Context: an optimization exercise on an open-source flow, tuned for a short achievable clock period and few clock cycles per item. The choices shown serve that exercise and are no tape-out recipe.
Power figures rest on the tool's default switching activity, not on a simulated workload.

Setup of TR:
==> module tx_csum, before the edit <==
module tx_csum (
	input wire logic clock,
	input wire logic arst_n_i,
	input wire logic word_valid_i,
	input tx_pkg::word_t word_i,
	input wire logic sof_i,
	input wire logic eof_i,
	output logic csum_push_o,
	output tx_pkg::csum_t csum_o
);
	localparam int CW = tx_pkg::CSUM_WIDTH;
	localparam int HW = CW + 1;
	logic [HW-1:0] half_sum;
	tx_pkg::csum_t word_sum;
	tx_pkg::csum_t word_q;
	logic word_v_q;
	logic word_sof_q;
	logic word_eof_q;
	tx_pkg::csum_t acc_q;
	tx_pkg::csum_t base;
	logic [HW-1:0] run_sum;
	tx_pkg::csum_t acc_d;
	assign half_sum = HW'(word_i[CW-1:0]) + HW'(word_i[tx_pkg::WORD_WIDTH-1:CW]);
	assign word_sum = half_sum[CW-1:0] + CW'(half_sum[CW]);
	always_ff @(posedge clock) begin
		word_q <= word_sum;
	end
	always_ff @(posedge clock or negedge arst_n_i) begin
		if (!arst_n_i) begin
			word_v_q <= 1'b0;
			word_sof_q <= 1'b0;
			word_eof_q <= 1'b0;
		end else begin
			word_v_q <= word_valid_i;
			word_sof_q <= word_valid_i && sof_i;
			word_eof_q <= word_valid_i && eof_i;
		end
	end
	assign base = word_sof_q ? '0 : acc_q;
	assign run_sum = HW'(base) + HW'(word_q);
	assign acc_d = run_sum[CW-1:0] + CW'(run_sum[CW]);
	always_ff @(posedge clock) begin
		if (word_v_q)
			acc_q <= acc_d;
	end
	assign csum_push_o = word_v_q && word_eof_q;
	assign csum_o = ~acc_d;
endmodule
==> flow/config.mk <==
export PLATFORM = sky130hd
export DESIGN_NAME = tx_core
export DESIGN_NICKNAME = tx_core
export VERILOG_FILES = /design/flow/design.v
export SDC_FILE = /design/flow/constraint.sdc
export NUM_CORES = 4
export LEC_CHECK = 0
export CAP_MARGIN = 20
export CORE_MARGIN = 2
export CORE_UTILIZATION = 60
export SETUP_SLACK_MARGIN = 5
export SLEW_MARGIN = 20
export SYNTH_HIERARCHICAL = 1
export SYNTH_MINIMUM_KEEP_SIZE = 0
export TNS_END_PERCENT = 100
==> flow/constraint.sdc <==
create_clock -name core_clock -period 9.0 [get_ports {clock}]
set_input_delay 1.8000 -clock core_clock [delete_from_list [all_inputs] [get_ports {clock}]]
set_output_delay 1.8000 -clock core_clock [all_outputs]
set_load 0.01 [all_outputs]
standard.sh (not shown) runs the stock make flow with config.mk's settings and CLKGATE_MAP_FILE= SYNTH_SCRIPT=/design/flow/synth_recipe.tcl, a recipe that flattens the netlist after the stock synthesis.
==> flow/flow/run.sh <==
#!/bin/bash
# The standard layout, with the register read port's pins placed as one group
set -uo pipefail
here=$(pwd)
bash standard.sh PRE_IO_PLACEMENT_TCL="$here/flow/pre_io.tcl" > "$here/standard.log" 2>&1
status=$?
tail -5 "$here/standard.log"
exit $status
==> flow/flow/pre_io.tcl <==
# Keep the register read port together: the address pins in the middle
# of the read data pins, so the read mux sits in one small area
set_io_pin_constraint -group -order -pin_names {reg_rd_data_o[0] reg_rd_data_o[1] reg_rd_data_o[2] reg_rd_data_o[3] reg_rd_data_o[4] reg_rd_data_o[5] reg_rd_data_o[6] reg_rd_data_o[7] reg_rd_data_o[8] reg_rd_data_o[9] reg_rd_data_o[10] reg_rd_data_o[11] reg_rd_data_o[12] reg_rd_data_o[13] reg_rd_data_o[14] reg_rd_data_o[15] reg_addr_i[0] reg_addr_i[1] reg_addr_i[2] reg_addr_i[3] reg_rd_data_o[16] reg_rd_data_o[17] reg_rd_data_o[18] reg_rd_data_o[19] reg_rd_data_o[20] reg_rd_data_o[21] reg_rd_data_o[22] reg_rd_data_o[23] reg_rd_data_o[24] reg_rd_data_o[25] reg_rd_data_o[26] reg_rd_data_o[27] reg_rd_data_o[28] reg_rd_data_o[29] reg_rd_data_o[30] reg_rd_data_o[31]}
The following lists how PW was set up differently from TR:
diff --git a/flow/design.v b/flow/design.v
--- a/flow/design.v
+++ b/flow/design.v
@@ -345,42 +345,24 @@
 	output tx_pkg::csum_t csum_o
 );
 	localparam int CW = tx_pkg::CSUM_WIDTH;
-	localparam int HW = CW + 1;
-	logic [HW-1:0] half_sum;
-	tx_pkg::csum_t word_sum;
-	tx_pkg::csum_t word_q;
-	logic word_v_q;
-	logic word_sof_q;
-	logic word_eof_q;
-	tx_pkg::csum_t acc_q;
-	tx_pkg::csum_t base;
-	logic [HW-1:0] run_sum;
-	tx_pkg::csum_t acc_d;
-	assign half_sum = HW'(word_i[CW-1:0]) + HW'(word_i[tx_pkg::WORD_WIDTH-1:CW]);
-	assign word_sum = half_sum[CW-1:0] + CW'(half_sum[CW]);
+	localparam int AW = CW + 2;
+	localparam int FW = CW + 1;
+	logic [AW-1:0] acc_q;
+	logic [AW-1:0] base;
+	logic [AW-1:0] acc_d;
+	logic [FW-1:0] fold;
+	tx_pkg::csum_t sum;
+	assign base = sof_i ? '0 : acc_q;
+	assign acc_d = AW'(base[CW-1:0]) + AW'(base[AW-1:CW])
+		+ AW'(word_i[CW-1:0]) + AW'(word_i[tx_pkg::WORD_WIDTH-1:CW]);
 	always_ff @(posedge clock) begin
-		word_q <= word_sum;
-	end
-	always_ff @(posedge clock or negedge arst_n_i) begin
-		if (!arst_n_i) begin
-			word_v_q <= 1'b0;
-			word_sof_q <= 1'b0;
-			word_eof_q <= 1'b0;
-		end else begin
-			word_v_q <= word_valid_i;
-			word_sof_q <= word_valid_i && sof_i;
-			word_eof_q <= word_valid_i && eof_i;
-		end
-	end
-	assign base = word_sof_q ? '0 : acc_q;
-	assign run_sum = HW'(base) + HW'(word_q);
-	assign acc_d = run_sum[CW-1:0] + CW'(run_sum[CW]);
-	always_ff @(posedge clock) begin
-		if (word_v_q)
+		if (word_valid_i)
 			acc_q <= acc_d;
 	end
-	assign csum_push_o = word_v_q && word_eof_q;
-	assign csum_o = ~acc_d;
+	assign csum_push_o = word_valid_i && eof_i;
+	assign fold = FW'(acc_d[CW-1:0]) + FW'(acc_d[AW-1:CW]);
+	assign sum = fold[CW] ? CW'(fold[1:0] + 2'd1) : fold[CW-1:0];
+	assign csum_o = ~sum;
 endmodule
 `timescale 1ns/1ns
 module tx_core (
==> comparison <==
- For final design area excluding fillers, PW and TR come out practically identical.
- | clock tree buffer count of the final layout | PW vs TR | about 17% lower |
- As of PW, power density over cell area had risen by more than 10% compared to TR.
- When PW is measured against TR, its die area turns out 1.5% lower.
- Diff TR -> PW: switching part of the total shows an increase of 3.9 points, part of the cycle the worst path needs picked up an extra 19 points, global-route usage increased by 2.0 points relative to the old numbers.
- Across both runs, initial antenna violation count was lower for PW than for TR.
- Re total I/O pin count: no difference whatsoever between PW and TR.
- When PW is set beside TR, its utilization turns out to be 1.3 points larger.
- Looking at internal power consumption across both flows, PW is the weaker of the two, with TR ahead.
- Sort PW and TR by peak supply drop, ascending, and TR comes first.
- Compared with TR, PW degrades time the worst path needs with I/O delays and setup.
- PW vs. TR: well tap count went down by 8.
Function was not checked in any run of this note: the RTL went through the layout flow alone.

==> re-timing with driven ports <==
The flow's constraints put no driver on any port. The routed layouts listed below were extracted and timed again, unchanged, in two steps.
Step 1 (the two cells are an assumption about what drives the block):
set clk [get_ports {clock}]
set_driving_cell -lib_cell sky130_fd_sc_hd__clkbuf_16 $clk
set_driving_cell -lib_cell sky130_fd_sc_hd__buf_2 [delete_from_list [all_inputs] $clk]
Step 2 times the ports against the registers' clock, not the clock port: input delays grow and output delays shrink by t, the midpoint of the rising clock arrivals with the driver on.
Three values: no drivers, after step 1, after step 2; two values: the first two.
run | t, ns | setup slack, ns | cell pins on the clock port's net
TR | 0.675 | 4.494 / 4.454 / 4.207 | 1
PW | 0.669 | 2.778 / 2.755 / 2.085 | 1
After both steps every run listed still meets setup and hold. For PW, which loses most, drivers alone change the setup slack by -0.023 ns; drivers and shift together by -0.693 ns.
